Background: an optimization exercise with open tools, aiming at small area, a short achievable clock period and few clock cycles per item. Do not read the settings as production practice. Only simulation tests tie the RTL to the original design; equivalence was not proved. Power figures rest on the tool's default switching activity, not on a simulated workload.

[design/flow/config.mk]
export PLATFORM = sky130hd
export DESIGN_NAME = sat_top
export DESIGN_NICKNAME = sat_top
export VERILOG_FILES = /design/flow/design.v
export SDC_FILE = /design/flow/constraint.sdc
export NUM_CORES = 4
export LEC_CHECK = 0
export CAP_MARGIN = 20
export CORE_MARGIN = 2
export CORE_UTILIZATION = 40
export SLEW_MARGIN = 20
[design/flow/constraint.sdc]
create_clock -name core_clock -period 5.0 [get_ports {clk}]
set_input_delay 1.0000 -clock core_clock [delete_from_list [all_inputs] [get_ports {clk}]]
set_output_delay 1.0000 -clock core_clock [all_outputs]
set_load 0.01 [all_outputs]
[design/flow/design.v]
`default_nettype none
package sat_pkg;
    typedef logic [2:0] op_t;
    typedef logic [2:0] rc_t;
    localparam op_t OP_CLEAR  = 3'd0;
    localparam op_t OP_ADD    = 3'd1;
    localparam op_t OP_BEGIN  = 3'd2;
    localparam op_t OP_REPORT = 3'd3;
    localparam op_t OP_TICK   = 3'd4;
    localparam op_t OP_CANCEL = 3'd5;
    localparam op_t OP_REMOVE = 3'd6;
    localparam rc_t RC_OK      = 3'd0;
    localparam rc_t RC_WINDOW  = 3'd1;
    localparam rc_t RC_UNKNOWN = 3'd2;
    localparam rc_t RC_DUP     = 3'd3;
    localparam rc_t RC_FULL    = 3'd4;
    localparam rc_t RC_BADIDX  = 3'd5;
    localparam int CFG_IDX_W = 8;
    localparam int CFG_DATA_W = 16;
    localparam logic [CFG_IDX_W-1:0] CFG_TIMEOUT     = 8'd0;
    localparam logic [CFG_IDX_W-1:0] CFG_ACCEPT_CODE = 8'd1;
    localparam logic [15:0] TIMEOUT_RESET = 16'd8;
    localparam logic [7:0]  ACCEPT_RESET  = 8'd0;
    typedef struct packed {
        op_t         op;
        logic [63:0] node_iid;
        logic [7:0]  report_status;
        logic [5:0]  entry_index;
    } sat_req_t;
    typedef struct packed {
        rc_t        result_code;
        logic [6:0] member_count;
        logic       window_open;
        logic       admission_done;
        logic [6:0] accepted_total;
        logic [6:0] rejected_total;
        logic [6:0] silent_total;
        logic       table_empty;
        logic [5:0] match_index;
    } sat_rsp_t;
    typedef enum logic [2:0] {
        ST_IDLE,
        ST_EXEC,
        ST_FIND,
        ST_SHIFT,
        ST_COMPACT,
        ST_FINISH
    } state_t;
endpackage
`default_nettype wire
`default_nettype none
module sat_id_ram #(
    parameter int DEPTH = 16
) (
    input  wire logic             clk,
    input  wire logic [DEPTH-1:0] we,
    input  wire logic [63:0]      wdata,
    input  wire logic [63:0]      key,
    output logic      [DEPTH-1:0] match
);
    logic [63:0] mem [DEPTH];
    always_ff @(posedge clk)
    begin
        for (int i = 0; i < DEPTH; i++)
        begin
            if (we[i])
            begin
                mem[i] <= wdata;
            end
        end
    end
    always_comb
    begin
        for (int i = 0; i < DEPTH; i++)
        begin
            match[i] = mem[i] == key;
        end
    end
endmodule
`default_nettype wire
`default_nettype none
module sat_ctrl #(
    parameter int MAX_ENTRIES = 16
) (
    input  wire logic              clk,
    input  wire logic              rst_n,
    input  wire logic              req_valid,
    output logic                   req_ready,
    input  wire sat_pkg::sat_req_t req,
    output logic                   rsp_valid,
    input  wire logic              rsp_ready,
    output sat_pkg::sat_rsp_t      rsp,
    input  wire logic [15:0]       timeout_ticks,
    input  wire logic [7:0]        accepted_code
);
    localparam int N  = MAX_ENTRIES;
    localparam int AW = (N > 1) ? $clog2(N) : 1;
    localparam int CW = $clog2(N + 1);
    localparam int NP = N * (N - 1) / 2;
    localparam logic [CW-1:0] FULL_COUNT = CW'(N);
    function automatic int pidx(input int p, input int q);
        pidx = p * N - (p * (p + 1)) / 2 + (q - p - 1);
    endfunction
    logic [N-1:0]  occ_reg, rep_reg, acc_reg;
    logic [NP-1:0] ord_reg;
    logic [AW-1:0] rank_reg [N];
    logic [N-1:0]  drop_reg;
    logic [CW-1:0] count_reg, vcount_reg, nacc_reg, nrej_reg;
    logic          window_reg;
    logic [15:0]   countdown_reg;
    logic          r_valid;
    logic          r_clear, r_add, r_begin, r_report, r_tick, r_cancel, r_remove;
    logic [N-1:0]  r_match;
    logic [N-1:0]  r_slot;
    logic          r_eq;
    logic [5:0]    r_idx;
    logic              rsp_valid_reg;
    sat_pkg::sat_rsp_t rsp_reg;
    logic          dropping;
    logic          r_may_free;
    logic [N-1:0]  occ_c, free_c, slot_in;
    logic          cons_full, stall_add;
    logic          rsp_free, hold, adv, fire;
    logic [N-1:0]  we, match_in;
    assign dropping = |drop_reg;
    assign r_may_free = dropping ||
                        (r_valid && (r_clear || r_report || r_tick || r_remove));
    assign occ_c      = occ_reg | drop_reg | ((r_valid && r_add) ? r_slot : '0);
    assign free_c     = ~occ_c;
    assign cons_full  = ~|free_c;
    always_comb
    begin
        for (int i = 0; i < N; i++)
        begin
            slot_in[i] = free_c[i];
            for (int j = 0; j < i; j++)
            begin
                slot_in[i] = slot_in[i] & ~free_c[j];
            end
        end
    end
    assign stall_add = (req.op == sat_pkg::OP_ADD) && cons_full && r_may_free;
    assign rsp_free  = !rsp_valid_reg || rsp_ready;
    assign hold      = dropping && (r_remove || (r_report && window_reg));
    assign adv       = r_valid && rsp_free && !hold;
    assign req_ready = (!r_valid || adv) && !stall_add;
    assign fire      = req_valid && req_ready;
    assign we        = (fire && req.op == sat_pkg::OP_ADD) ? slot_in : '0;
    sat_id_ram #(
        .DEPTH (N)
    ) u_ids (
        .clk   (clk),
        .we    (we),
        .wdata (req.node_iid),
        .key   (req.node_iid),
        .match (match_in)
    );
    always_ff @(posedge clk or negedge rst_n)
    begin
        if (!rst_n)
        begin
            r_valid <= 1'b0;
        end
        else if (fire)
        begin
            r_valid <= 1'b1;
        end
        else if (adv)
        begin
            r_valid <= 1'b0;
        end
    end
    always_ff @(posedge clk)
    begin
        if (fire)
        begin
            r_clear  <= req.op == sat_pkg::OP_CLEAR;
            r_add    <= req.op == sat_pkg::OP_ADD;
            r_begin  <= req.op == sat_pkg::OP_BEGIN;
            r_report <= req.op == sat_pkg::OP_REPORT;
            r_tick   <= req.op == sat_pkg::OP_TICK;
            r_cancel <= req.op == sat_pkg::OP_CANCEL;
            r_remove <= req.op == sat_pkg::OP_REMOVE;
            r_match  <= match_in;
            r_slot   <= slot_in;
            r_eq     <= req.report_status == accepted_code;
            r_idx    <= req.entry_index;
        end
    end
    logic [N-1:0]  sel, first, win, tgt;
    logic [AW-1:0] win_rank;
    logic          any, rep_w, tgt_rep, tgt_acc;
    logic          found, rep_ok, one_left, close_rep, cd_last, close_tick, close;
    logic          eq_ok, rej_ok;
    logic [N-1:0]  acc_u;
    logic [CW-1:0] acc_total, rej_total, sil_total;
    logic          bad_idx, full, add_ok, rm_now;
    assign sel = occ_reg & r_match;
    always_comb
    begin
        for (int q = 0; q < N; q++)
        begin
            first[q] = 1'b1;
            for (int p = 0; p < N; p++)
            begin
                if (p < q)
                begin
                    first[q] = first[q] & (~sel[p] | ~ord_reg[pidx(p, q)]);
                end
                else if (p > q)
                begin
                    first[q] = first[q] & (~sel[p] | ord_reg[pidx(q, p)]);
                end
            end
        end
    end
    assign win = sel & first;
    always_comb
    begin
        win_rank = '0;
        for (int p = 0; p < N; p++)
        begin
            win_rank = win_rank | (win[p] ? rank_reg[p] : '0);
            tgt[p]   = occ_reg[p] && rank_reg[p] == r_idx[AW-1:0];
        end
    end
    assign any        = |sel;
    assign rep_w      = |(win & rep_reg);
    assign tgt_rep    = |(tgt & rep_reg);
    assign tgt_acc    = |(tgt & acc_reg);
    assign found      = r_report && window_reg && any;
    assign rep_ok     = found && !rep_w;
    assign eq_ok      = rep_ok && r_eq;
    assign rej_ok     = rep_ok && !r_eq;
    assign one_left   = {1'b0, nacc_reg} + {1'b0, nrej_reg} + 1'b1 == {1'b0, count_reg};
    assign close_rep  = rep_ok && one_left;
    assign cd_last    = countdown_reg[15:1] == '0;
    assign close_tick = r_tick && window_reg && cd_last;
    assign close      = close_rep || close_tick;
    assign acc_u      = acc_reg | (eq_ok ? win : '0);
    assign acc_total = close_rep ? (r_eq ? nacc_reg + 1'b1 : nacc_reg) :
                       close_tick ? nacc_reg : '0;
    assign rej_total = close_rep ? (r_eq ? nrej_reg : nrej_reg + 1'b1) :
                       close_tick ? nrej_reg : '0;
    assign sil_total = close_tick ? count_reg - nacc_reg - nrej_reg : '0;
    assign bad_idx = r_idx >= 6'(count_reg);
    assign full    = count_reg == FULL_COUNT;
    assign add_ok  = r_add && !full;
    assign rm_now  = r_remove && !bad_idx;
    logic [N-1:0]  occ_next, rep_next, acc_next;
    logic [CW-1:0] count_next, nacc_next, nrej_next;
    logic          window_next;
    logic [15:0]   countdown_next;
    sat_pkg::rc_t  rc;
    always_comb
    begin
        occ_next       = occ_reg;
        rep_next       = rep_reg;
        acc_next       = acc_reg;
        count_next     = count_reg;
        nacc_next      = nacc_reg;
        nrej_next      = nrej_reg;
        window_next    = window_reg;
        countdown_next = countdown_reg;
        rc             = sat_pkg::RC_OK;
        if (r_clear)
        begin
            occ_next    = '0;
            count_next  = '0;
            nacc_next   = '0;
            nrej_next   = '0;
            window_next = 1'b0;
        end
        if (r_add)
        begin
            if (full)
            begin
                rc = sat_pkg::RC_FULL;
            end
            else
            begin
                occ_next   = occ_reg | r_slot;
                rep_next   = rep_reg & ~r_slot;
                acc_next   = acc_reg & ~r_slot;
                count_next = count_reg + 1'b1;
            end
        end
        if (r_begin)
        begin
            rep_next       = '0;
            acc_next       = '0;
            nacc_next      = '0;
            nrej_next      = '0;
            window_next    = 1'b1;
            countdown_next = (timeout_ticks == '0) ? 16'd1 : timeout_ticks;
        end
        if (r_report)
        begin
            if (!window_reg)
            begin
                rc = sat_pkg::RC_WINDOW;
            end
            else if (!any)
            begin
                rc = sat_pkg::RC_UNKNOWN;
            end
            else if (rep_w)
            begin
                rc = sat_pkg::RC_DUP;
            end
        end
        if (rep_ok)
        begin
            rep_next = rep_reg | win;
            acc_next = acc_u;
        end
        if (eq_ok)
        begin
            nacc_next = nacc_reg + 1'b1;
        end
        if (rej_ok)
        begin
            nrej_next = nrej_reg + 1'b1;
        end
        if (r_tick && window_reg)
        begin
            countdown_next = countdown_reg - 16'd1;
        end
        if (close)
        begin
            occ_next    = occ_reg & acc_u;
            count_next  = acc_total;
            nacc_next   = acc_total;
            nrej_next   = '0;
            window_next = 1'b0;
        end
        if (r_cancel)
        begin
            window_next = 1'b0;
        end
        if (r_remove)
        begin
            if (bad_idx)
            begin
                rc = sat_pkg::RC_BADIDX;
            end
            else
            begin
                occ_next   = occ_reg & ~tgt;
                count_next = count_reg - 1'b1;
                nacc_next  = nacc_reg - CW'(tgt_acc);
                nrej_next  = nrej_reg - CW'(tgt_rep && !tgt_acc);
            end
        end
    end
    always_ff @(posedge clk or negedge rst_n)
    begin
        if (!rst_n)
        begin
            occ_reg    <= '0;
            count_reg  <= '0;
            nacc_reg   <= '0;
            nrej_reg   <= '0;
            window_reg <= 1'b0;
        end
        else if (adv)
        begin
            occ_reg    <= occ_next;
            count_reg  <= count_next;
            nacc_reg   <= nacc_next;
            nrej_reg   <= nrej_next;
            window_reg <= window_next;
        end
    end
    always_ff @(posedge clk)
    begin
        if (adv)
        begin
            rep_reg       <= rep_next;
            acc_reg       <= acc_next;
            countdown_reg <= countdown_next;
        end
    end
    logic [N-1:0] ord_set;
    assign ord_set = (adv && add_ok) ? r_slot : '0;
    always_ff @(posedge clk)
    begin
        for (int p = 0; p < N; p++)
        begin
            for (int q = p + 1; q < N; q++)
            begin
                ord_reg[pidx(p, q)] <= (ord_reg[pidx(p, q)] & ~ord_set[p]) | ord_set[q];
            end
        end
    end
    logic [N-1:0]  dpick;
    logic [AW-1:0] d_rank, dec_idx;
    logic          dec_go, clear_go;
    logic [CW-1:0] new_rank;
    always_comb
    begin
        d_rank = '0;
        for (int i = 0; i < N; i++)
        begin
            dpick[i] = drop_reg[i];
            for (int j = 0; j < i; j++)
            begin
                dpick[i] = dpick[i] & ~drop_reg[j];
            end
            d_rank = d_rank | (dpick[i] ? rank_reg[i] : '0);
        end
    end
    assign clear_go = adv && r_clear;
    assign dec_go   = dropping || (adv && rm_now);
    assign dec_idx  = dropping ? d_rank : r_idx[AW-1:0];
    assign new_rank = vcount_reg - CW'(dropping);
    always_ff @(posedge clk)
    begin
        for (int p = 0; p < N; p++)
        begin
            if (ord_set[p])
            begin
                rank_reg[p] <= new_rank[AW-1:0];
            end
            else if (dec_go && rank_reg[p] > dec_idx)
            begin
                rank_reg[p] <= rank_reg[p] - 1'b1;
            end
        end
    end
    always_ff @(posedge clk or negedge rst_n)
    begin
        if (!rst_n)
        begin
            drop_reg   <= '0;
            vcount_reg <= '0;
        end
        else if (clear_go)
        begin
            drop_reg   <= '0;
            vcount_reg <= '0;
        end
        else
        begin
            drop_reg   <= (drop_reg & ~dpick) | ((adv && close) ? occ_reg & ~acc_u : '0);
            vcount_reg <= vcount_reg + CW'(adv && add_ok) - CW'(dec_go);
        end
    end
    always_ff @(posedge clk or negedge rst_n)
    begin
        if (!rst_n)
        begin
            rsp_valid_reg <= 1'b0;
        end
        else if (adv)
        begin
            rsp_valid_reg <= 1'b1;
        end
        else if (rsp_ready)
        begin
            rsp_valid_reg <= 1'b0;
        end
    end
    always_ff @(posedge clk)
    begin
        if (adv)
        begin
            rsp_reg.result_code    <= rc;
            rsp_reg.member_count   <= 7'(count_next);
            rsp_reg.window_open    <= window_next;
            rsp_reg.admission_done <= close;
            rsp_reg.accepted_total <= 7'(acc_total);
            rsp_reg.rejected_total <= 7'(rej_total);
            rsp_reg.silent_total   <= 7'(sil_total);
            rsp_reg.table_empty    <= (close && acc_total == '0) ||
                                      (rm_now && count_reg == CW'(1));
            rsp_reg.match_index    <= found ? 6'(win_rank) : '0;
        end
    end
    assign rsp_valid = rsp_valid_reg;
    assign rsp       = rsp_reg;
endmodule
`default_nettype wire
`default_nettype none
module session_admission_table_core #(
    parameter int MAX_ENTRIES = 16
) (
    input  wire logic                              clk,
    input  wire logic                              rst_n,
    input  wire logic                              req_valid,
    output logic                                   req_ready,
    input  wire sat_pkg::sat_req_t                 req,
    output logic                                   rsp_valid,
    input  wire logic                              rsp_ready,
    output sat_pkg::sat_rsp_t                      rsp,
    input  wire logic                              cfg_valid,
    output logic                                   cfg_ready,
    input  wire logic [sat_pkg::CFG_IDX_W-1:0]     cfg_index,
    input  wire logic [sat_pkg::CFG_DATA_W-1:0]    cfg_data
);
    logic [15:0] timeout_reg;
    logic [7:0]  accept_code_reg;
    assign cfg_ready = 1'b1;
    sat_ctrl #(
        .MAX_ENTRIES (MAX_ENTRIES)
    ) u_ctrl (
        .clk           (clk),
        .rst_n         (rst_n),
        .req_valid     (req_valid),
        .req_ready     (req_ready),
        .req           (req),
        .rsp_valid     (rsp_valid),
        .rsp_ready     (rsp_ready),
        .rsp           (rsp),
        .timeout_ticks (timeout_reg),
        .accepted_code (accept_code_reg)
    );
    always_ff @(posedge clk or negedge rst_n)
    begin
        if (!rst_n)
        begin
            timeout_reg     <= sat_pkg::TIMEOUT_RESET;
            accept_code_reg <= sat_pkg::ACCEPT_RESET;
        end
        else if (cfg_valid && cfg_ready)
        begin
            if (cfg_index == sat_pkg::CFG_TIMEOUT)
            begin
                timeout_reg <= cfg_data;
            end
            else if (cfg_index == sat_pkg::CFG_ACCEPT_CODE)
            begin
                accept_code_reg <= cfg_data[7:0];
            end
        end
    end
endmodule
`default_nettype wire
`default_nettype none
module sat_top (
    input  wire logic        clk,
    input  wire logic        rst_n,
    input  wire logic        req_valid,
    output logic             req_ready,
    input  wire logic [2:0]  req_op,
    input  wire logic [63:0] req_node_iid,
    input  wire logic [7:0]  req_report_status,
    input  wire logic [5:0]  req_entry_index,
    output logic             rsp_valid,
    input  wire logic        rsp_ready,
    output logic [2:0]       rsp_result_code,
    output logic [6:0]       rsp_member_count,
    output logic             rsp_window_open,
    output logic             rsp_admission_done,
    output logic [6:0]       rsp_accepted_total,
    output logic [6:0]       rsp_rejected_total,
    output logic [6:0]       rsp_silent_total,
    output logic             rsp_table_empty,
    output logic [5:0]       rsp_match_index,
    input  wire logic        cfg_valid,
    output logic             cfg_ready,
    input  wire logic [7:0]  cfg_index,
    input  wire logic [15:0] cfg_data
);
    sat_pkg::sat_req_t req;
    sat_pkg::sat_rsp_t rsp;
    assign req.op            = req_op;
    assign req.node_iid      = req_node_iid;
    assign req.report_status = req_report_status;
    assign req.entry_index   = req_entry_index;
    assign rsp_result_code    = rsp.result_code;
    assign rsp_member_count   = rsp.member_count;
    assign rsp_window_open    = rsp.window_open;
    assign rsp_admission_done = rsp.admission_done;
    assign rsp_accepted_total = rsp.accepted_total;
    assign rsp_rejected_total = rsp.rejected_total;
    assign rsp_silent_total   = rsp.silent_total;
    assign rsp_table_empty    = rsp.table_empty;
    assign rsp_match_index    = rsp.match_index;
    session_admission_table_core #(
        .MAX_ENTRIES (16)
    ) u_core (
        .clk       (clk),
        .rst_n     (rst_n),
        .req_valid (req_valid),
        .req_ready (req_ready),
        .req       (req),
        .rsp_valid (rsp_valid),
        .rsp_ready (rsp_ready),
        .rsp       (rsp),
        .cfg_valid (cfg_valid),
        .cfg_ready (cfg_ready),
        .cfg_index (cfg_index),
        .cfg_data  (cfg_data)
    );
endmodule
`default_nettype wire
[design/flow/run.sh]
#!/bin/bash
# synth_recipe.tcl (not shown) runs the flow's synth.tcl, then flattens the netlist and writes it again
# the make line also repeats each setting of config.mk as NAME=value (left out here)
make -C /OpenROAD-flow-scripts/flow DESIGN_CONFIG=/design/flow/config.mk WORK_HOME=/design/flow/orfs CLKGATE_MAP_FILE= SYNTH_SCRIPT=/design/flow/synth_recipe.tcl finish
==> flow_metrics.py, run 1 <==
metrics = {
    "logic_synthesis": {
        "yosys_register_bits": 1410,
        "post_synth_num_cell_types": 107,
        "dominantRegCellSynth": "sky130_fd_sc_hd__edfxtp_1",
        "async_flop_share": 0.05532,
        "yosysSeqAreaShare": 0.6204,
        "syn_avg_cell_area_um2": 13.01,
        "yosysMostFrequentCell": "sky130_fd_sc_hd__edfxtp_1",
        "ys.warnings.count": 5,
        "netlist.top_cell.by_area": "sky130_fd_sc_hd__edfxtp_1",
        "post_synth_inst_count": 5050,
        "synth.top_cells.by_area": "sky130_fd_sc_hd__edfxtp_1, sky130_fd_sc_hd__xor2_1, sky130_fd_sc_hd__dfxtp_1",
        "synth.cell_area_um2": 65680,
        "number_of_synthesized_flops_with_an_enable_pin": 1212,
        "most_instantiated_cells_after_synthesis": "sky130_fd_sc_hd__edfxtp_1, sky130_fd_sc_hd__xor2_1, sky130_fd_sc_hd__nand2_1, sky130_fd_sc_hd__nor4_1, sky130_fd_sc_hd__clkbuf_1",
        "netlist.area_leader.share": 0.5541,
    },
    "floorplan": {
        "initial_utilization": 0.4031,
        "floorplan.die.height_um": 409.2,
        "fp.dieW_um": 409.2,
        "boundaryPins": 153,
        "core-area_um2": 163000,
        "die-area_um2": 167500,
        "placementRows": 148,
    },
    "worst_setup_path": {
        "critPathArrivalTime_ps": 3880,
        "startpoint_type": "register",
        "crit_path_top_delay_cell": "sky130_fd_sc_hd__dfrtp_1",
        "worst_setup_path_end_kind": "output pin",
        "worstPathRequired_ps": 4000,
        "crit_buf_inv": 1,
        "critical_path_class": "reg -> out",
        "cp_max_fo": 8,
        "cp_top_family": "simple AND/OR/NAND/NOR gates",
        "critical_path_cell_list": "a311o_2 > nand4_2 > nor4_4 > nand3_2 > or3_4 > or3b_1 > nor2b_4 > a32oi_4 > dlygate4sd2_1",
        "critPathMaxStageDelay_ps": 560,
    },
    "cts": {
        "root_buffer": "sky130_fd_sc_hd__clkbuf_16",
        "cts.reportedPaths.clkPinSlew_ps": 60,
        "tritoncts_clock_tree": "yes",
        "cts_inserted_buffers": 156,
        "worstSkewPairLatency_ps": 820,
        "cts.sink_count": 1410,
        "cts.hold.buffers_added": 0,
        "cts.htree.levels": 4,
        "cts_max_path_buffers": 3,
    },
    "route": {
        "route.detailed.vias_per_inst": 5.713,
        "via_count": 43542,
        "drc": 0,
        "drt_iter0_drc": 5001,
        "drt_pass1_iterations": 6,
        "detail_route.wl_per_cell_um": 28.31,
        "wirelength_mm": 215.8,
        "antenna_left": 0,
    },
    "place": {
        "place.gp.congestion": 0.9828,
        "port-buffer-count": 141,
        "dpl.cell_count": 7336,
        "post_dp_cell_area_um2": 70800,
        "hpwl_mm": 143.5,
    },
    "finish": {
        "nNetsFinal": 5553,
        "post-route-cell-area_um2": 76000,
        "areaGrowthSynthToFinish_pct": 15.71,
        "largest_reg_flops": 1024,
        "layout.filler_cells": 14536,
        "final_cells": 7621,
        "layout-drive-gt1-share": 0.1243,
    },
    "sta": {
        "timing_max_transition_violations_final": 0,
        "finalHoldViolCount": 0,
        "relSlewSlack": 0.2285,
        "setup_viol_count_final": 0,
        "post-route-period-util": 0.9768,
        "rsz0062_at_grt": "false",
        "finalCriticalPeriod_ps": 4884,
        "timing.fmax_mhz": 204.8,
        "worst_pin_slew_ps": 1157,
        "skew_ps": 71.68,
        "fin_hold_ws_ps": 310.0,
        "timing.setup.tns_ps": 0,
    },
    "power_and_ir_drop": {
        "peak_ir_drop_on_the_vdd_network_mv": 0.4026,
        "cellLeakagePower_nw": 27.78,
        "powerDensity_nw_per_um2": 457.1,
    },
    "worst_hold_path": {
        "hold_path.class": "in -> async",
    },
    "run": {
        "maxcap_violations": 0,
    },
    "global_route": {
        "grtUsageTotal": 0.2530,
        "grt_pass1_vias": 41996,
        "grt_pass1_wl_mm": 307.4,
        "gr-total-overflow": 0,
        "grt_max_degree": 65,
        "antenna_found_initial": 10,
    },
    "status": {
        "status": "finished clean",
    },
}
-- layout by cell type (no fill, tap or decap), drive strengths merged, types with 19 or more instances in the layout --
cell type / count
inv: 82
dfxtp: 120
xor2: 1075
edfxtp: 1212
o21ai: 147
nor2: 134
o22ai: 23
dfrtp: 77
a221oi: 20
mux2: 25
nor4: 319
a22oi: 19
nand3b: 44
and2: 29
xnor2: 83
o2111ai: 32
or2: 21
ha: 115
or3: 27
a21oi: 113
clkdlybuf4s50: 75
a31oi: 60
nand3: 144
nor2b: 22
nand4: 107
nor3: 46
clkbuf: 192
nand2: 424
mux2i: 38
nand2b: 23
buf: 324
clkinv: 66
-- worst paths after layout --
check / start / endpoint / slack [ps] / depth (start not counted)
min in group core_clock: u_core.u_ctrl.ord_reg[93] / u_core.u_ctrl.ord_reg[93] / 460 / 2
max: u_core.u_ctrl.drop_reg[2] / req_ready / 120 / 9
max reg2reg: u_core.u_ctrl.drop_reg[2] / u_core.u_ctrl.rank_reg[11][2] / 300 / 15
max in group asynchronous: rst_n / u_core.u_ctrl.nrej_reg[3] / 3630 / 2
min: rst_n / u_core.accept_code_reg[0] / 310 / 1
min reg2reg: u_core.u_ctrl.ord_reg[93] / u_core.u_ctrl.ord_reg[93] / 460 / 2
-- layer usage --
layer / part of all wire / wire length (um) / vias to the layer above / track usage
met5: 0 / 0 / - / 0
met4: 0.040 / 8604 / 0 / 0.09508
met3: 0.070 / 15120 / 407 / 0.03951
met2: 0.47 / 100600 / 1877 / 0.4062
met1: 0.42 / 91440 / 22214 / 0.3460
li1: - / - / 19044 / -
-- metrics by stage --
stage                       util  worst slack (ps)  total power [W]
final                     0.4664             116.0          0.03474
after global routing      0.4664             3.456          0.03605
after CTS                 0.4663             109.7          0.03477
after detailed placement  0.4345             321.6          0.02315
after global placement    0.4345             402.3          0.02307
after floorplan                -            -537.5          0.01988
-- final cells by class --
class	count	area [um^2]	share of cell area
clock buffer	192	4121	0.05423
multi-input combinational	3278	23700	0.3118
sequential	1410	40750	0.5362
tap	2175	2721	0.03581
inverter	76	285.3	0.003754
antenna	1	2.502	0.00003293
timing repair buffer	400	3382	0.04450
clock inverter	89	1035	0.01362
-- timing repair --
action	in CTS	in global routing
setup endpoints to repair	1	24
setup buffers	2	1
pin swaps	1	0
gates resized for setup	8	6
-- kinds of logic (layout without fill, tap and decap cells) --
logic type	after synthesis	in the layout	share of synthesized area
xor gates and xnor gates	1158	1158	0.1544
DFF	1410	1410	0.6204
and+or+nand+nor	1383	1383	0.1127
adders and majority gates	121	121	0.02374
buffers and inverters	371	757	0.02402
other	2	12	0.0001143
AOI/OAI and AO/OA	542	542	0.05448
muxes	63	63	0.01008
-- report_power, final --
| part | internal (W) | switching (W) |
|---|---|---|
| sequential | 0.0141 | 0.00149 |
| clock | 0.00665 | 0.00498 |
| combinational | 0.00269 | 0.00481 |
Testbench counts, summed over its fixed seeds: cycles 4,785, items 4,723.
==> run 2, diff against run 1 <==
--- a/design/flow/design.v
+++ b/design/flow/design.v
@@ -114,18 +114,27 @@
     logic [N-1:0]  r_slot;
     logic          r_eq;
     logic [5:0]    r_idx;
+    logic          s_valid;
+    logic          s_clear, s_add, s_begin, s_report, s_tick, s_cancel, s_remove;
+    logic [N-1:0]  s_win;
+    logic          s_any;
+    logic [N-1:0]  s_slot;
+    logic          s_eq;
+    logic [5:0]    s_idx;
     logic              rsp_valid_reg;
     sat_pkg::sat_rsp_t rsp_reg;
     logic          dropping;
     logic          r_may_free;
     logic [N-1:0]  occ_c, free_c, slot_in;
     logic          cons_full, stall_add;
-    logic          rsp_free, hold, adv, fire;
+    logic          rsp_free, hold, adv, s_free, bubble, adv2, fire;
     logic [N-1:0]  we, match_in;
     assign dropping = |drop_reg;
     assign r_may_free = dropping ||
-                        (r_valid && (r_clear || r_report || r_tick || r_remove));
-    assign occ_c      = occ_reg | drop_reg | ((r_valid && r_add) ? r_slot : '0);
+                        (r_valid && (r_clear || r_report || r_tick || r_remove)) ||
+                        (s_valid && (s_clear || s_report || s_tick || s_remove));
+    assign occ_c      = occ_reg | drop_reg | ((r_valid && r_add) ? r_slot : '0) |
+                        ((s_valid && s_add) ? s_slot : '0);
     assign free_c     = ~occ_c;
     assign cons_full  = ~|free_c;
     always_comb
@@ -141,9 +150,12 @@
     end
     assign stall_add = (req.op == sat_pkg::OP_ADD) && cons_full && r_may_free;
     assign rsp_free  = !rsp_valid_reg || rsp_ready;
-    assign hold      = dropping && (r_remove || (r_report && window_reg));
-    assign adv       = r_valid && rsp_free && !hold;
-    assign req_ready = (!r_valid || adv) && !stall_add;
+    assign hold      = dropping && (s_remove || (s_report && window_reg));
+    assign adv       = s_valid && rsp_free && !hold;
+    assign s_free    = !s_valid || adv;
+    assign bubble    = s_valid && s_remove && r_report;
+    assign adv2      = r_valid && s_free && !bubble;
+    assign req_ready = (!r_valid || adv2) && !stall_add;
     assign fire      = req_valid && req_ready;
     assign we        = (fire && req.op == sat_pkg::OP_ADD) ? slot_in : '0;
     sat_id_ram #(
@@ -165,7 +177,7 @@
         begin
             r_valid <= 1'b1;
         end
-        else if (adv)
+        else if (adv2)
         begin
             r_valid <= 1'b0;
         end
@@ -187,15 +199,10 @@
             r_idx    <= req.entry_index;
         end
     end
-    logic [N-1:0]  sel, first, win, tgt;
-    logic [AW-1:0] win_rank;
-    logic          any, rep_w, tgt_rep, tgt_acc;
-    logic          found, rep_ok, one_left, close_rep, cd_last, close_tick, close;
-    logic          eq_ok, rej_ok;
-    logic [N-1:0]  acc_u;
-    logic [CW-1:0] acc_total, rej_total, sil_total;
-    logic          bad_idx, full, add_ok, rm_now;
-    assign sel = occ_reg & r_match;
+    logic [N-1:0]  sel, first, win_o, f_hit, win;
+    logic          any_o, any;
+    assign f_hit = r_match & ((s_valid && s_add) ? s_slot : '0);
+    assign sel   = occ_reg & r_match;
     always_comb
     begin
         for (int q = 0; q < N; q++)
@@ -214,39 +221,82 @@
             end
         end
     end
-    assign win = sel & first;
+    assign win_o = sel & first;
+    assign any_o = |sel;
+    assign win   = any_o ? win_o : f_hit;
+    assign any   = any_o || (|f_hit);
+    always_ff @(posedge clk or negedge rst_n)
+    begin
+        if (!rst_n)
+        begin
+            s_valid <= 1'b0;
+        end
+        else if (adv2)
+        begin
+            s_valid <= 1'b1;
+        end
+        else if (adv)
+        begin
+            s_valid <= 1'b0;
+        end
+    end
+    always_ff @(posedge clk)
+    begin
+        if (adv2)
+        begin
+            s_clear  <= r_clear;
+            s_add    <= r_add;
+            s_begin  <= r_begin;
+            s_report <= r_report;
+            s_tick   <= r_tick;
+            s_cancel <= r_cancel;
+            s_remove <= r_remove;
+            s_win    <= win;
+            s_any    <= any;
+            s_slot   <= r_slot;
+            s_eq     <= r_eq;
+            s_idx    <= r_idx;
+        end
+    end
+    logic [N-1:0]  tgt;
+    logic [AW-1:0] win_rank;
+    logic          rep_w, tgt_rep, tgt_acc;
+    logic          found, rep_ok, one_left, close_rep, cd_last, close_tick, close;
+    logic          eq_ok, rej_ok;
+    logic [N-1:0]  acc_u;
+    logic [CW-1:0] acc_total, rej_total, sil_total;
+    logic          bad_idx, full, add_ok, rm_now;
     always_comb
     begin
         win_rank = '0;
         for (int p = 0; p < N; p++)
         begin
-            win_rank = win_rank | (win[p] ? rank_reg[p] : '0);
-            tgt[p]   = occ_reg[p] && rank_reg[p] == r_idx[AW-1:0];
+            win_rank = win_rank | (s_win[p] ? rank_reg[p] : '0);
+            tgt[p]   = occ_reg[p] && rank_reg[p] == s_idx[AW-1:0];
         end
     end
-    assign any        = |sel;
-    assign rep_w      = |(win & rep_reg);
+    assign rep_w      = |(s_win & rep_reg);
     assign tgt_rep    = |(tgt & rep_reg);
     assign tgt_acc    = |(tgt & acc_reg);
-    assign found      = r_report && window_reg && any;
+    assign found      = s_report && window_reg && s_any;
     assign rep_ok     = found && !rep_w;
-    assign eq_ok      = rep_ok && r_eq;
-    assign rej_ok     = rep_ok && !r_eq;
+    assign eq_ok      = rep_ok && s_eq;
+    assign rej_ok     = rep_ok && !s_eq;
     assign one_left   = {1'b0, nacc_reg} + {1'b0, nrej_reg} + 1'b1 == {1'b0, count_reg};
     assign close_rep  = rep_ok && one_left;
     assign cd_last    = countdown_reg[15:1] == '0;
-    assign close_tick = r_tick && window_reg && cd_last;
+    assign close_tick = s_tick && window_reg && cd_last;
     assign close      = close_rep || close_tick;
-    assign acc_u      = acc_reg | (eq_ok ? win : '0);
-    assign acc_total = close_rep ? (r_eq ? nacc_reg + 1'b1 : nacc_reg) :
+    assign acc_u      = acc_reg | (eq_ok ? s_win : '0);
+    assign acc_total = close_rep ? (s_eq ? nacc_reg + 1'b1 : nacc_reg) :
                        close_tick ? nacc_reg : '0;
-    assign rej_total = close_rep ? (r_eq ? nrej_reg : nrej_reg + 1'b1) :
+    assign rej_total = close_rep ? (s_eq ? nrej_reg : nrej_reg + 1'b1) :
                        close_tick ? nrej_reg : '0;
     assign sil_total = close_tick ? count_reg - nacc_reg - nrej_reg : '0;
-    assign bad_idx = r_idx >= 6'(count_reg);
+    assign bad_idx = s_idx >= 6'(count_reg);
     assign full    = count_reg == FULL_COUNT;
-    assign add_ok  = r_add && !full;
-    assign rm_now  = r_remove && !bad_idx;
+    assign add_ok  = s_add && !full;
+    assign rm_now  = s_remove && !bad_idx;
     logic [N-1:0]  occ_next, rep_next, acc_next;
     logic [CW-1:0] count_next, nacc_next, nrej_next;
     logic          window_next;
@@ -263,7 +313,7 @@
         window_next    = window_reg;
         countdown_next = countdown_reg;
         rc             = sat_pkg::RC_OK;
-        if (r_clear)
+        if (s_clear)
         begin
             occ_next    = '0;
             count_next  = '0;
@@ -271,7 +321,7 @@
             nrej_next   = '0;
             window_next = 1'b0;
         end
-        if (r_add)
+        if (s_add)
         begin
             if (full)
             begin
@@ -279,13 +329,13 @@
             end
             else
             begin
-                occ_next   = occ_reg | r_slot;
-                rep_next   = rep_reg & ~r_slot;
-                acc_next   = acc_reg & ~r_slot;
+                occ_next   = occ_reg | s_slot;
+                rep_next   = rep_reg & ~s_slot;
+                acc_next   = acc_reg & ~s_slot;
                 count_next = count_reg + 1'b1;
             end
         end
-        if (r_begin)
+        if (s_begin)
         begin
             rep_next       = '0;
             acc_next       = '0;
@@ -294,13 +344,13 @@
             window_next    = 1'b1;
             countdown_next = (timeout_ticks == '0) ? 16'd1 : timeout_ticks;
         end
-        if (r_report)
+        if (s_report)
         begin
             if (!window_reg)
             begin
                 rc = sat_pkg::RC_WINDOW;
             end
-            else if (!any)
+            else if (!s_any)
             begin
                 rc = sat_pkg::RC_UNKNOWN;
             end
@@ -311,7 +361,7 @@
         end
         if (rep_ok)
         begin
-            rep_next = rep_reg | win;
+            rep_next = rep_reg | s_win;
             acc_next = acc_u;
         end
         if (eq_ok)
@@ -322,7 +372,7 @@
         begin
             nrej_next = nrej_reg + 1'b1;
         end
-        if (r_tick && window_reg)
+        if (s_tick && window_reg)
         begin
             countdown_next = countdown_reg - 16'd1;
         end
@@ -334,11 +384,11 @@
             nrej_next   = '0;
             window_next = 1'b0;
         end
-        if (r_cancel)
+        if (s_cancel)
         begin
             window_next = 1'b0;
         end
-        if (r_remove)
+        if (s_remove)
         begin
             if (bad_idx)
             begin
@@ -382,7 +432,7 @@
         end
     end
     logic [N-1:0] ord_set;
-    assign ord_set = (adv && add_ok) ? r_slot : '0;
+    assign ord_set = (adv && add_ok) ? s_slot : '0;
     always_ff @(posedge clk)
     begin
         for (int p = 0; p < N; p++)
@@ -410,9 +460,9 @@
             d_rank = d_rank | (dpick[i] ? rank_reg[i] : '0);
         end
     end
-    assign clear_go = adv && r_clear;
+    assign clear_go = adv && s_clear;
     assign dec_go   = dropping || (adv && rm_now);
-    assign dec_idx  = dropping ? d_rank : r_idx[AW-1:0];
+    assign dec_idx  = dropping ? d_rank : s_idx[AW-1:0];
     assign new_rank = vcount_reg - CW'(dropping);
     always_ff @(posedge clk)
     begin
==> run 2 against run 1 <==
Effect of this change:
- count of clock-buffer cells in the layout rose by 1
- total power increased by 8.4%
- still clean
- routed wire length decreased by 3.3%
- combinational power up 19%
- area after synthesis increased by 2.1%
- cell count grew 1.5%
- setup slack better by 74 ps
- critical path depth decreased by 1
- sequential power increased by 11%
- clock power is essentially flat
- utilization shrank 0.36 points
- die area up 2.1%
==> flow_metrics.py, run 2 <==
metrics = {
    "worst_setup_path": {
        "critPathMaxStageDelay_ps": 520,
        "path_depth": 8,
        "worstPathRequired_ps": 4000,
        "critPathArrivalTime_ps": 3810,
        "crit_buf_inv": 1,
        "crit_path_top_delay_cell": "sky130_fd_sc_hd__clkdlybuf4s50_1",
        "critical_path_cell_list": "and2_1 > a221o_1 > nor3b_1 > nand3_1 > nor4b_4 > nand3_1 > and2_1 > clkdlybuf4s50_1",
        "critical_path_class": "reg -> out",
        "startpoint_type": "register",
        "worst_r2r_path_cells": 15,
        "cp_top_family": "simple AND/OR/NAND/NOR gates",
        "cp_max_fo": 8,
        "worst_setup_path_end_kind": "output pin",
    },
    "power_and_ir_drop": {
        "power_w": 0.03764,
        "peak_ir_drop_on_the_vdd_network_mv": 0.3641,
        "powerDensity_nw_per_um2": 487.5,
        "power.share.clock": 0.303,
        "sequentialPowerShare": 0.459,
        "comb_power_share": 0.238,
        "internal_power_w": 0.02489,
        "cellLeakagePower_nw": 28.10,
        "power.switching_fraction": 0.3387,
        "p_sw_w": 0.01275,
    },
    "finish": {
        "layout-drive-gt1-share": 0.1164,
        "largest_reg_flops": 1024,
        "antenna_cells_inserted": 0,
        "areaGrowthSynthToFinish_pct": 15.10,
        "final_cells": 7735,
        "post-route-cell-area_um2": 77220,
        "mostFrequentLayoutCells": "sky130_fd_sc_hd__edfxtp_1, sky130_fd_sc_hd__xor2_1, sky130_fd_sc_hd__nand2_1, sky130_fd_sc_hd__nor4_1, sky130_fd_sc_hd__buf_4",
        "layout.cells.most_common": "sky130_fd_sc_hd__edfxtp_1",
        "nNetsFinal": 5623,
    },
    "sta": {
        "rsz0062_at_grt": "false",
        "finalHoldViolCount": 0,
        "timing_max_transition_violations_final": 0,
        "timing.fmax_mhz": 207.9,
        "relSlewSlack": 0.2223,
        "setup_viol_count_final": 0,
        "finalCriticalPeriod_ps": 4810,
        "worst_pin_slew_ps": 1167,
        "post-route-period-util": 0.9621,
        "skew_ps": 37.81,
        "timing.setup.tns_ps": 0,
    },
    "logic_synthesis": {
        "netlist.area_leader.share": 0.5635,
        "yosysMostFrequentCell": "sky130_fd_sc_hd__edfxtp_1",
        "syn_avg_cell_area_um2": 13.07,
        "dominantRegCellSynth": "sky130_fd_sc_hd__edfxtp_1",
        "most_instantiated_cells_after_synthesis": "sky130_fd_sc_hd__edfxtp_1, sky130_fd_sc_hd__xor2_1, sky130_fd_sc_hd__nand2_1, sky130_fd_sc_hd__nor4_1, sky130_fd_sc_hd__clkbuf_1",
        "post_synth_inst_count": 5132,
        "ys.warnings.count": 5,
        "async_flop_share": 0.05418,
        "synth.cell_area_um2": 67090,
        "netlist.top_cell.by_area": "sky130_fd_sc_hd__edfxtp_1",
        "number_of_synthesized_flops_with_an_enable_pin": 1259,
        "yosys_register_bits": 1458,
        "yosysSeqAreaShare": 0.6288,
        "synth.top_cells.by_area": "sky130_fd_sc_hd__edfxtp_1, sky130_fd_sc_hd__xor2_1, sky130_fd_sc_hd__dfxtp_1",
        "post_synth_num_cell_types": 92,
    },
    "cts": {
        "cts_inserted_buffers": 155,
        "tritoncts_clock_tree": "yes",
        "cts.sink_count": 1458,
        "cts.htree.levels": 4,
        "root_buffer": "sky130_fd_sc_hd__clkbuf_16",
        "worstSkewPairLatency_ps": 800,
        "cts_max_path_buffers": 3,
        "cts.reportedPaths.clkPinSlew_ps": 60,
    },
    "route": {
        "met1_length_mm": 89.56,
        "antenna_left": 0,
        "routed-wl-met2_mm": 97.99,
        "drt_iter0_drc": 5213,
        "wirelength_mm": 208.6,
        "drc": 0,
        "route.detailed.vias_per_inst": 5.681,
        "highest-signal-layer": "met4",
        "via_count": 43944,
        "drt_pass1_iterations": 6,
        "detail_route.wl_per_cell_um": 26.97,
        "met3_wirelength_mm": 13.79,
    },
    "global_route": {
        "grt_pass1_vias": 42298,
        "gr-total-overflow": 0,
        "grt_pass1_wl_mm": 299.9,
        "grt_max_degree": 65,
        "antenna_found_initial": 3,
        "grtUsageTotal": 0.2408,
    },
    "place": {
        "place.gp.congestion": 0.9706,
        "port-buffer-count": 141,
        "hpwl_mm": 142.3,
        "post_dp_cell_area_um2": 72240,
        "dpl.cell_count": 7455,
    },
    "worst_hold_path": {
        "hold_path.class": "in -> async",
    },
    "status": {
        "status": "finished clean",
    },
    "floorplan": {
        "placementRows": 150,
        "floorplan.die.height_um": 413.5,
        "fp.dieW_um": 413.5,
        "boundaryPins": 153,
        "initial_utilization": 0.4021,
        "die-area_um2": 171000,
        "core-area_um2": 166800,
    },
    "run": {
        "maxcap_violations": 0,
    },
}
## run 2: cell types whose count changed after synthesis, sizes merged, moves of 26 or more
| cell | previous run | this run |
|---|---|---|
| nand3 | 144 | 74 |
| edfxtp | 1212 | 1259 |
| a21oi | 113 | 159 |
| a31oi | 60 | 16 |
| xor2 | 1075 | 1117 |
| nand3b | 44 | 13 |
| o22ai | 23 | 49 |
## run 2: logic make-up after synthesis
logic type                 Yosys count  share of synthesized area
xor gates and xnor gates          1175                     0.1534
muxes                               70                    0.01093
buffers and inverters              391                    0.02391
DFF                               1458                     0.6288
AOI/OAI and AO/OA                  662                    0.06654
adders and majority gates          106                    0.02040
and+or+nand+nor                   1268                    0.09588
other                                2                  0.0001119
## run 2: per-layer routing
metal	GRT usage	up-vias
li1	-	19362
met1	0.3344	22332
met2	0.3887	1874
met3	0.03293	376
met4	0.07981	0
met5	0	-
## run 2: final timing paths
| check | from | to | slack [ps] |
|---|---|---|---|
| hold / removal | rst_n | u_core.u_ctrl.nacc_reg[0] | 260 |
| max in group asynchronous | rst_n | u_core.u_ctrl.occ_reg[7] | 3770 |
| setup / recovery | u_core.u_ctrl.s_valid | req_ready | 190 |
| hold reg to reg | u_core.u_ctrl.r_begin | u_core.u_ctrl.s_begin | 410 |
| min in group core_clock | u_core.u_ctrl.r_begin | u_core.u_ctrl.s_begin | 410 |
| setup reg to reg | u_core.u_ctrl.drop_reg[3] | u_core.u_ctrl.rank_reg[4][2] | 570 |
## run 2: worst register-to-register path: stages (launching register included)
cell,delay (ps)
sky130_fd_sc_hd__dfrtp_1,500
sky130_fd_sc_hd__nor4_4,420
sky130_fd_sc_hd__nand2_1,260
sky130_fd_sc_hd__nor4b_1,730
sky130_fd_sc_hd__o2bb2ai_1,180
sky130_fd_sc_hd__a211oi_1,60
sky130_fd_sc_hd__nand3_1,130
sky130_fd_sc_hd__o21a_1,140
sky130_fd_sc_hd__o21ai_1,200
sky130_fd_sc_hd__buf_4,300
sky130_fd_sc_hd__ha_1,330
sky130_fd_sc_hd__nor2b_1,130
sky130_fd_sc_hd__o21ai_0,210
sky130_fd_sc_hd__o21ai_0,120
sky130_fd_sc_hd__o2111ai_1,220
sky130_fd_sc_hd__nand3_1,210
## run 2: power by group through the flow
stage	clock [W]	combinational [W]	sequential (W)
floorplan	0	0.00611	0.0162
global placement	0	0.00866	0.0174
detailed placement	0	0.00881	0.0174
CTS	0.0116	0.00885	0.0172
global route	0.0120	0.00982	0.0173
finish	0.0114	0.00894	0.0173
## run 2: cell type report
| cell class | count | area, um^2 |
|---|---|---|
| sequential | 1458 | 42190 |
| clock buffer | 193 | 4106 |
| fill | 14788 | 89630 |
| inverter | 84 | 315.3 |
| multi-input combinational | 3292 | 23500 |
| clock inverter | 87 | 850.8 |
| tap | 2204 | 2758 |
| timing repair buffer | 417 | 3498 |
## run 2: through the flow
step / util / hold WS, ps / worst slack, ps
final: 0.4628 / 260.2 / 189.5
after global routing: 0.4628 / 275.2 / 3.565
after CTS: 0.4627 / 241.7 / 6.328
after detailed placement: 0.4330 / 405.6 / 626.6
after global placement: 0.4330 / 402.2 / 717.4
after floorplan: - / 400.3 / -444.4
## run 2: what timing repair did
action                     in CTS  in global routing
hold buffers                    0                  0
resized for setup               0                  2
buffers inserted                0                  0
setup endpoints to repair       0                  1
Testbench counts of run 2, summed over its fixed seeds: cycles 4,905, items 4,723.
==> run 3, diff against run 2 <==
--- a/design/flow/design.v
+++ b/design/flow/design.v
@@ -105,7 +105,7 @@
     logic [NP-1:0] ord_reg;
     logic [AW-1:0] rank_reg [N];
     logic [N-1:0]  drop_reg;
-    logic [CW-1:0] count_reg, vcount_reg, nacc_reg, nrej_reg;
+    logic [CW-1:0] count_reg, vcount_reg, nacc_reg, nrej_reg, nsil_reg;
     logic          window_reg;
     logic [15:0]   countdown_reg;
     logic          r_valid;
@@ -124,31 +124,46 @@
     logic              rsp_valid_reg;
     sat_pkg::sat_rsp_t rsp_reg;
     logic          dropping;
-    logic          r_may_free;
-    logic [N-1:0]  occ_c, free_c, slot_in;
-    logic          cons_full, stall_add;
+    logic [N-1:0]  used_c, used_n, free_n, slot_n, slot_q;
+    logic          full_q, pend_free, sure_full, stall_add;
+    logic          r_grow, s_grow, r_free_op, s_free_op;
     logic          rsp_free, hold, adv, s_free, bubble, adv2, fire;
     logic [N-1:0]  we, match_in;
     assign dropping = |drop_reg;
-    assign r_may_free = dropping ||
-                        (r_valid && (r_clear || r_report || r_tick || r_remove)) ||
-                        (s_valid && (s_clear || s_report || s_tick || s_remove));
-    assign occ_c      = occ_reg | drop_reg | ((r_valid && r_add) ? r_slot : '0) |
-                        ((s_valid && s_add) ? s_slot : '0);
-    assign free_c     = ~occ_c;
-    assign cons_full  = ~|free_c;
+    assign used_c = occ_reg | drop_reg | ((r_valid && r_add) ? r_slot : '0) |
+                    ((s_valid && s_add) ? s_slot : '0);
+    assign used_n = used_c | we;
+    assign free_n = ~used_n;
     always_comb
     begin
         for (int i = 0; i < N; i++)
         begin
-            slot_in[i] = free_c[i];
+            slot_n[i] = free_n[i];
             for (int j = 0; j < i; j++)
             begin
-                slot_in[i] = slot_in[i] & ~free_c[j];
+                slot_n[i] = slot_n[i] & ~free_n[j];
             end
         end
     end
-    assign stall_add = (req.op == sat_pkg::OP_ADD) && cons_full && r_may_free;
+    always_ff @(posedge clk or negedge rst_n)
+    begin
+        if (!rst_n)
+        begin
+            slot_q <= N'(1);
+            full_q <= 1'b0;
+        end
+        else
+        begin
+            slot_q <= slot_n;
+            full_q <= &used_n;
+        end
+    end
+    assign pend_free = dropping || (r_valid && r_free_op) || (s_valid && s_free_op);
+    assign sure_full = !pend_free &&
+                       ((count_reg == CW'(N)) ||
+                        (count_reg == CW'(N - 1) && ((r_valid && r_grow) != (s_valid && s_grow))) ||
+                        (count_reg == CW'(N - 2) && r_valid && r_grow && s_valid && s_grow));
+    assign stall_add = (req.op == sat_pkg::OP_ADD) && full_q && !sure_full;
     assign rsp_free  = !rsp_valid_reg || rsp_ready;
     assign hold      = dropping && (s_remove || (s_report && window_reg));
     assign adv       = s_valid && rsp_free && !hold;
@@ -157,7 +172,7 @@
     assign adv2      = r_valid && s_free && !bubble;
     assign req_ready = (!r_valid || adv2) && !stall_add;
     assign fire      = req_valid && req_ready;
-    assign we        = (fire && req.op == sat_pkg::OP_ADD) ? slot_in : '0;
+    assign we        = (fire && req.op == sat_pkg::OP_ADD) ? slot_q : '0;
     sat_id_ram #(
         .DEPTH (N)
     ) u_ids (
@@ -194,7 +209,10 @@
             r_cancel <= req.op == sat_pkg::OP_CANCEL;
             r_remove <= req.op == sat_pkg::OP_REMOVE;
             r_match  <= match_in;
-            r_slot   <= slot_in;
+            r_slot   <= slot_q;
+            r_grow    <= req.op == sat_pkg::OP_ADD && !full_q;
+            r_free_op <= req.op == sat_pkg::OP_CLEAR || req.op == sat_pkg::OP_REPORT ||
+                         req.op == sat_pkg::OP_TICK || req.op == sat_pkg::OP_REMOVE;
             r_eq     <= req.report_status == accepted_code;
             r_idx    <= req.entry_index;
         end
@@ -254,6 +272,8 @@
             s_win    <= win;
             s_any    <= any;
             s_slot   <= r_slot;
+            s_grow    <= r_grow;
+            s_free_op <= r_free_op;
             s_eq     <= r_eq;
             s_idx    <= r_idx;
         end
@@ -282,7 +302,7 @@
     assign rep_ok     = found && !rep_w;
     assign eq_ok      = rep_ok && s_eq;
     assign rej_ok     = rep_ok && !s_eq;
-    assign one_left   = {1'b0, nacc_reg} + {1'b0, nrej_reg} + 1'b1 == {1'b0, count_reg};
+    assign one_left   = nsil_reg == CW'(1);
     assign close_rep  = rep_ok && one_left;
     assign cd_last    = countdown_reg[15:1] == '0;
     assign close_tick = s_tick && window_reg && cd_last;
@@ -292,13 +312,13 @@
                        close_tick ? nacc_reg : '0;
     assign rej_total = close_rep ? (s_eq ? nrej_reg : nrej_reg + 1'b1) :
                        close_tick ? nrej_reg : '0;
-    assign sil_total = close_tick ? count_reg - nacc_reg - nrej_reg : '0;
+    assign sil_total = close_tick ? nsil_reg : '0;
     assign bad_idx = s_idx >= 6'(count_reg);
     assign full    = count_reg == FULL_COUNT;
     assign add_ok  = s_add && !full;
     assign rm_now  = s_remove && !bad_idx;
     logic [N-1:0]  occ_next, rep_next, acc_next;
-    logic [CW-1:0] count_next, nacc_next, nrej_next;
+    logic [CW-1:0] count_next, nacc_next, nrej_next, nsil_next;
     logic          window_next;
     logic [15:0]   countdown_next;
     sat_pkg::rc_t  rc;
@@ -310,6 +330,7 @@
         count_next     = count_reg;
         nacc_next      = nacc_reg;
         nrej_next      = nrej_reg;
+        nsil_next      = nsil_reg;
         window_next    = window_reg;
         countdown_next = countdown_reg;
         rc             = sat_pkg::RC_OK;
@@ -319,6 +340,7 @@
             count_next  = '0;
             nacc_next   = '0;
             nrej_next   = '0;
+            nsil_next   = '0;
             window_next = 1'b0;
         end
         if (s_add)
@@ -333,6 +355,7 @@
                 rep_next   = rep_reg & ~s_slot;
                 acc_next   = acc_reg & ~s_slot;
                 count_next = count_reg + 1'b1;
+                nsil_next  = nsil_reg + 1'b1;
             end
         end
         if (s_begin)
@@ -341,6 +364,7 @@
             acc_next       = '0;
             nacc_next      = '0;
             nrej_next      = '0;
+            nsil_next      = count_reg;
             window_next    = 1'b1;
             countdown_next = (timeout_ticks == '0) ? 16'd1 : timeout_ticks;
         end
@@ -361,8 +385,9 @@
         end
         if (rep_ok)
         begin
-            rep_next = rep_reg | s_win;
-            acc_next = acc_u;
+            rep_next  = rep_reg | s_win;
+            acc_next  = acc_u;
+            nsil_next = nsil_reg - 1'b1;
         end
         if (eq_ok)
         begin
@@ -382,6 +407,7 @@
             count_next  = acc_total;
             nacc_next   = acc_total;
             nrej_next   = '0;
+            nsil_next   = '0;
             window_next = 1'b0;
         end
         if (s_cancel)
@@ -400,6 +426,7 @@
                 count_next = count_reg - 1'b1;
                 nacc_next  = nacc_reg - CW'(tgt_acc);
                 nrej_next  = nrej_reg - CW'(tgt_rep && !tgt_acc);
+                nsil_next  = nsil_reg - CW'(!tgt_rep);
             end
         end
     end
@@ -411,6 +438,7 @@
             count_reg  <= '0;
             nacc_reg   <= '0;
             nrej_reg   <= '0;
+            nsil_reg   <= '0;
             window_reg <= 1'b0;
         end
         else if (adv)
@@ -419,6 +447,7 @@
             count_reg  <= count_next;
             nacc_reg   <= nacc_next;
             nrej_reg   <= nrej_next;
+            nsil_reg   <= nsil_next;
             window_reg <= window_next;
         end
     end
@@ -443,27 +472,44 @@
             end
         end
     end
-    logic [N-1:0]  dpick;
-    logic [AW-1:0] d_rank, dec_idx;
-    logic          dec_go, clear_go;
+    logic [N-1:0]  dcand, dnext, dpick_q;
+    logic [AW-1:0] dnext_rank, drank_q, dec_idx;
+    logic          dstep, dec_go, clear_go;
     logic [CW-1:0] new_rank;
+    assign dcand = drop_reg & ~dpick_q;
     always_comb
     begin
-        d_rank = '0;
+        dnext_rank = '0;
         for (int i = 0; i < N; i++)
         begin
-            dpick[i] = drop_reg[i];
+            dnext[i] = dcand[i];
             for (int j = 0; j < i; j++)
             begin
-                dpick[i] = dpick[i] & ~drop_reg[j];
+                dnext[i] = dnext[i] & ~dcand[j];
             end
-            d_rank = d_rank | (dpick[i] ? rank_reg[i] : '0);
+            dnext_rank = dnext_rank | (dnext[i] ? rank_reg[i] : '0);
         end
     end
+    assign dstep    = |dpick_q;
     assign clear_go = adv && s_clear;
-    assign dec_go   = dropping || (adv && rm_now);
-    assign dec_idx  = dropping ? d_rank : s_idx[AW-1:0];
-    assign new_rank = vcount_reg - CW'(dropping);
+    assign dec_go   = dstep || (adv && rm_now);
+    assign dec_idx  = dstep ? drank_q : s_idx[AW-1:0];
+    assign new_rank = vcount_reg - CW'(dstep);
+    always_ff @(posedge clk or negedge rst_n)
+    begin
+        if (!rst_n)
+        begin
+            dpick_q <= '0;
+        end
+        else
+        begin
+            dpick_q <= clear_go ? '0 : dnext;
+        end
+    end
+    always_ff @(posedge clk)
+    begin
+        drank_q <= dnext_rank - AW'(dstep && dnext_rank > drank_q);
+    end
     always_ff @(posedge clk)
     begin
         for (int p = 0; p < N; p++)
@@ -492,7 +538,7 @@
         end
         else
         begin
-            drop_reg   <= (drop_reg & ~dpick) | ((adv && close) ? occ_reg & ~acc_u : '0);
+            drop_reg   <= (drop_reg & ~dpick_q) | ((adv && close) ? occ_reg & ~acc_u : '0);
             vcount_reg <= vcount_reg + CW'(adv && add_ok) - CW'(dec_go);
         end
     end
--- a/design/flow/config.mk
+++ b/design/flow/config.mk
@@ -7,5 +7,6 @@
 export LEC_CHECK = 0
 export CAP_MARGIN = 20
 export CORE_MARGIN = 2
-export CORE_UTILIZATION = 40
+export CORE_UTILIZATION = 55
+export SETUP_SLACK_MARGIN = 1.5
 export SLEW_MARGIN = 20
==> run 3 against run 2 <==
Effect of this change:
- largest power group unchanged
- still clean
- largest cell class unchanged
- via count rose by 0.61%
- synthesized cell count up 0.33%
- die area fell by 25%
- worst hold slack improved by 130 ps
- first-iteration DRC count fell by 1.5%
==> flow_metrics.py, run 3 <==
metrics = {
    "status": {
        "status": "finished clean",
    },
    "sta": {
        "post-route-period-util": 0.7173,
        "relSlewSlack": 0.07080,
        "finalCriticalPeriod_ps": 3587,
        "timing.fmax_mhz": 278.8,
        "postLayoutSetupSlackWorst_ps": 1413,
        "timing_max_transition_violations_final": 0,
        "skew_ps": 33.64,
        "finalHoldViolCount": 0,
        "timing.setup.tns_ps": 0,
        "setup_viol_count_final": 0,
        "rsz0062_at_grt": "true",
        "worst_pin_slew_ps": 1359,
    },
    "finish": {
        "nNetsFinal": 5660,
        "layout-drive-gt1-share": 0.1277,
        "multi_input_area_um2": 24340,
        "seq_area_um2": 43360,
        "mostFrequentLayoutCells": "sky130_fd_sc_hd__edfxtp_1, sky130_fd_sc_hd__xor2_1, sky130_fd_sc_hd__nand2_1, sky130_fd_sc_hd__nor4_1, sky130_fd_sc_hd__buf_4",
        "layout.filler_cells": 9484,
        "largest_reg_flops": 1024,
        "layout.cells.most_common": "sky130_fd_sc_hd__edfxtp_1",
        "post-route-cell-area_um2": 78460,
        "areaGrowthSynthToFinish_pct": 14.24,
    },
    "route": {
        "drc": 0,
        "wirelength_mm": 207.3,
        "route.detailed.vias_per_inst": 6.143,
        "detail_route.wl_per_cell_um": 28.80,
        "drt_iter0_drc": 5135,
        "drt_pass1_iterations": 6,
        "via_count": 44214,
        "antenna_left": 0,
    },
    "power_and_ir_drop": {
        "cellLeakagePower_nw": 29.09,
        "power.switching_fraction": 0.3348,
        "internal_power_w": 0.02566,
        "power_w": 0.03857,
        "peak_ir_drop_on_the_vdd_network_mv": 0.3779,
        "powerDensity_nw_per_um2": 491.5,
        "power.share.clock": 0.300,
        "comb_power_share": 0.240,
        "sequentialPowerShare": 0.460,
        "p_sw_w": 0.01291,
    },
    "worst_hold_path": {
        "hold_path.class": "in -> async",
    },
    "worst_setup_path": {
        "endpoint": "req_ready",
        "crit_path_top_delay_cell": "sky130_fd_sc_hd__dfrtp_2",
        "setup_slack_reg_to_reg_ps": 1540,
        "worstReg2RegEnd": "u_core.u_ctrl.rank_reg[2][0]",
        "critPathMaxStageDelay_ps": 480,
        "crit_buf_inv": 1,
        "worstPathRequired_ps": 4000,
        "cp_top_family": "flip-flops",
        "critPathArrivalTime_ps": 2590,
        "worst_setup_path_end_kind": "output pin",
        "critical_path_class": "reg -> out",
        "worstReg2RegStart": "u_core.u_ctrl.dpick_q[15]",
        "worst_r2r_path_cells": 13,
        "cp_max_fo": 8,
        "critical_path.startpoint": "u_core.u_ctrl.count_reg[0]",
        "startpoint_type": "register",
        "critical_path_cell_list": "ha_4 > and3_1 > ha_2 > a211oi_2 > o21ai_1 > nor2_2 > nor2_4 > buf_6",
        "path_depth": 8,
    },
    "place": {
        "dpl_worst_slack_ps": 1080,
        "place.gp.congestion": 1.017,
        "hpwl_mm": 140.2,
        "port-buffer-count": 141,
        "post_dp_cell_area_um2": 72710,
    },
    "logic_synthesis": {
        "yosysMostFrequentCell": "sky130_fd_sc_hd__edfxtp_1",
        "syn_avg_cell_area_um2": 13.34,
        "yosys_register_bits": 1504,
        "async_flop_share": 0.07779,
        "most_instantiated_cells_after_synthesis": "sky130_fd_sc_hd__edfxtp_1, sky130_fd_sc_hd__xor2_1, sky130_fd_sc_hd__nand2_1, sky130_fd_sc_hd__nor4_1, sky130_fd_sc_hd__clkbuf_1",
        "dominantRegCellSynth": "sky130_fd_sc_hd__edfxtp_1",
        "post_synth_inst_count": 5149,
        "yosysSeqAreaShare": 0.6310,
        "synth.top_cells.by_area": "sky130_fd_sc_hd__edfxtp_1, sky130_fd_sc_hd__xor2_1, sky130_fd_sc_hd__dfrtp_1",
        "netlist.area_leader.share": 0.5522,
        "number_of_synthesized_flops_with_an_enable_pin": 1263,
        "post_synth_num_cell_types": 107,
        "synth.cell_area_um2": 68680,
        "ys.warnings.count": 5,
        "netlist.top_cell.by_area": "sky130_fd_sc_hd__edfxtp_1",
    },
    "cts": {
        "cts_max_path_buffers": 3,
        "cts_inserted_buffers": 159,
        "cts.sink_count": 1504,
        "tritoncts_clock_tree": "yes",
        "cts.reportedPaths.clkPinSlew_ps": 60,
        "cts.htree.levels": 4,
        "worstSkewPairLatency_ps": 800,
        "root_buffer": "sky130_fd_sc_hd__clkbuf_16",
    },
    "run": {
        "maxcap_violations": 0,
    },
    "global_route": {
        "antenna_found_initial": 5,
        "grtUsageTotal": 0.3239,
        "grt_pass1_wl_mm": 297.8,
        "gr-total-overflow": 0,
        "grt_pass1_vias": 42380,
        "grt_max_degree": 73,
    },
    "floorplan": {
        "die-area_um2": 127700,
        "initial_utilization": 0.5548,
        "core-area_um2": 123800,
        "boundaryPins": 153,
        "fp.dieW_um": 357.4,
        "placementRows": 129,
        "floorplan.die.height_um": 357.4,
    },
}
==> run 3: changes by cell type after synthesis, sizes merged, moves of 22 or more <==
cell,before,now
a21oi,159,101
clkbuf,214,192
nand2,434,404
a22oi,44,88
nand3,74,52
dfrtp,78,115
nand2b,11,36
==> run 3: area by class of cell <==
| type | instances | area share |
|---|---|---|
| Sequential cell | 1504 | 0.5526 |
| Multi-Input combinational cell | 3297 | 0.3102 |
| Clock buffer | 208 | 0.05545 |
| Timing Repair Buffer | 394 | 0.04280 |
| Tap cell | 1637 | 0.02610 |
| Clock inverter | 80 | 0.009121 |
| Inverter | 77 | 0.003684 |
| Antenna cell | 1 | 0.00003189 |
==> run 3: kinds of logic (layout without fill, tap and decap cells) <==
family	Yosys count	in the layout	synth area share
compound gates	660	660	0.06967
buf+inv	357	759	0.02150
other cells	2	12	0.0001093
fa+ha+maj	117	117	0.02142
mux	74	74	0.01126
xor+xnor	1162	1162	0.1482
simple gates	1273	1273	0.09683
flops	1504	1504	0.6310
==> run 3: repair_timing <==
| item | in CTS | in global routing |
|---|---|---|
| endpoints found under the setup margin | 96 | 101 |
| endpoints found under the hold margin | 0 | 0 |
| pin swaps | 1 | 10 |
| buffers inserted | 13 | 24 |
| gates resized for setup | 27 | 74 |
| hold buffers | 0 | 0 |
==> run 3: layer usage <==
| metal | vias to the layer above | routed length [um] | share of wire | track usage |
|---|---|---|---|---|
| met5 | - | 11 | 0.000053 | 0 |
| met4 | 2 | 10910 | 0.053 | 0.1553 |
| met3 | 470 | 14350 | 0.069 | 0.04980 |
| met2 | 1956 | 98030 | 0.47 | 0.5237 |
| met1 | 22147 | 84030 | 0.41 | 0.4310 |
| li1 | 19639 | - | - | - |
==> run 3: how the worst min path moves through the flow <==
| stage | slack, ps | start | end | cells past startpoint |
|---|---|---|---|---|
| detailed placement | 400 | u_core.u_ctrl.r_eq | u_core.u_ctrl.s_eq | 0 |
| CTS | 370 | rst_n | u_core.u_ctrl.nsil_reg[0] | 1 |
| global route | 410 | rst_n | u_core.u_ctrl.count_reg[3] | 1 |
| floorplan | 400 | u_core.u_ctrl.r_begin | u_core.u_ctrl.s_begin | 0 |
| global placement | 400 | u_core.u_ctrl.r_idx[1] | u_core.u_ctrl.s_idx[1] | 0 |
| finish | 390 | rst_n | u_core.u_ctrl.nsil_reg[1] | 1 |
==> run 3: power by group through the flow <==
| stage | Combinational (W) | Sequential (W) | Clock [W] |
|---|---|---|---|
| after global routing | 0.0101 | 0.0178 | 0.0122 |
| after CTS | 0.00895 | 0.0176 | 0.0117 |
| after global placement | 0.00864 | 0.0179 | 0 |
| after floorplan | 0.00582 | 0.0168 | 0 |
| final | 0.00924 | 0.0178 | 0.0116 |
| after detailed placement | 0.00877 | 0.0179 | 0 |
==> run 3: worst reg2reg max path, cell delays in order, from the launching register on <==
cell and delay, ps:
sky130_fd_sc_hd__dfrtp_1 430, sky130_fd_sc_hd__nor4_1 490, sky130_fd_sc_hd__nand4_1 160, sky130_fd_sc_hd__buf_4 260
sky130_fd_sc_hd__nand2_1 170, sky130_fd_sc_hd__o21ai_1 90, sky130_fd_sc_hd__buf_4 240, sky130_fd_sc_hd__ha_1 270
sky130_fd_sc_hd__nor2b_1 100, sky130_fd_sc_hd__o21ai_0 70, sky130_fd_sc_hd__nand2b_1 70, sky130_fd_sc_hd__a21oi_1 60
sky130_fd_sc_hd__a41o_1 200, sky130_fd_sc_hd__o21ai_0 470
==> run 3: through the flow <==
| stage | instances | utilization | hold WS (ps) |
|---|---|---|---|
| floorplan | 5158 | - | 400.3 |
| global placement | 6872 | 0.5873 | 403.0 |
| detailed placement | 6872 | 0.5873 | 404.5 |
| CTS | 7173 | 0.6300 | 366.1 |
| global route | 7198 | 0.6338 | 413.2 |
| finish | 7198 | 0.6338 | 388.0 |
Testbench counts of run 3, summed over its fixed seeds: cycles 4,960, items 4,723.

[re-timing with driven ports]
Ports are ideal in the flow. The routed layouts listed here were re-timed in OpenROAD.
Step 1 assumes that a clkbuf_16 drives the clock port and a buf_2 every other input.
Step 2 adds t to the input delays and takes it off the output delays; t is the mean of the earliest and latest rising clock arrival at the registers after step 1. Input paths then give back, and output paths get back, about the clock's delay inside the block.
Three values: ideal ports, drivers, drivers and shift; two values: the first two.
| run | shift t [ns] | slack for setup (ns) | slew at the worst register clock pin (ns) |
|---|---|---|---|
| run 1 | 0.869 | 0.116 / 0.033 / 0.297 | 0.07 / 0.07 |
| run 2 | 0.861 | 0.190 / 0.107 / 0.567 | 0.07 / 0.07 |
| run 3 | 0.863 | 1.413 / 1.333 / 1.009 | 0.06 / 0.06 |
After both steps every run listed still meets setup and hold. The setup slack of run 3, which loses most, moves by -0.080 ns with the drivers and by -0.404 ns with both steps.
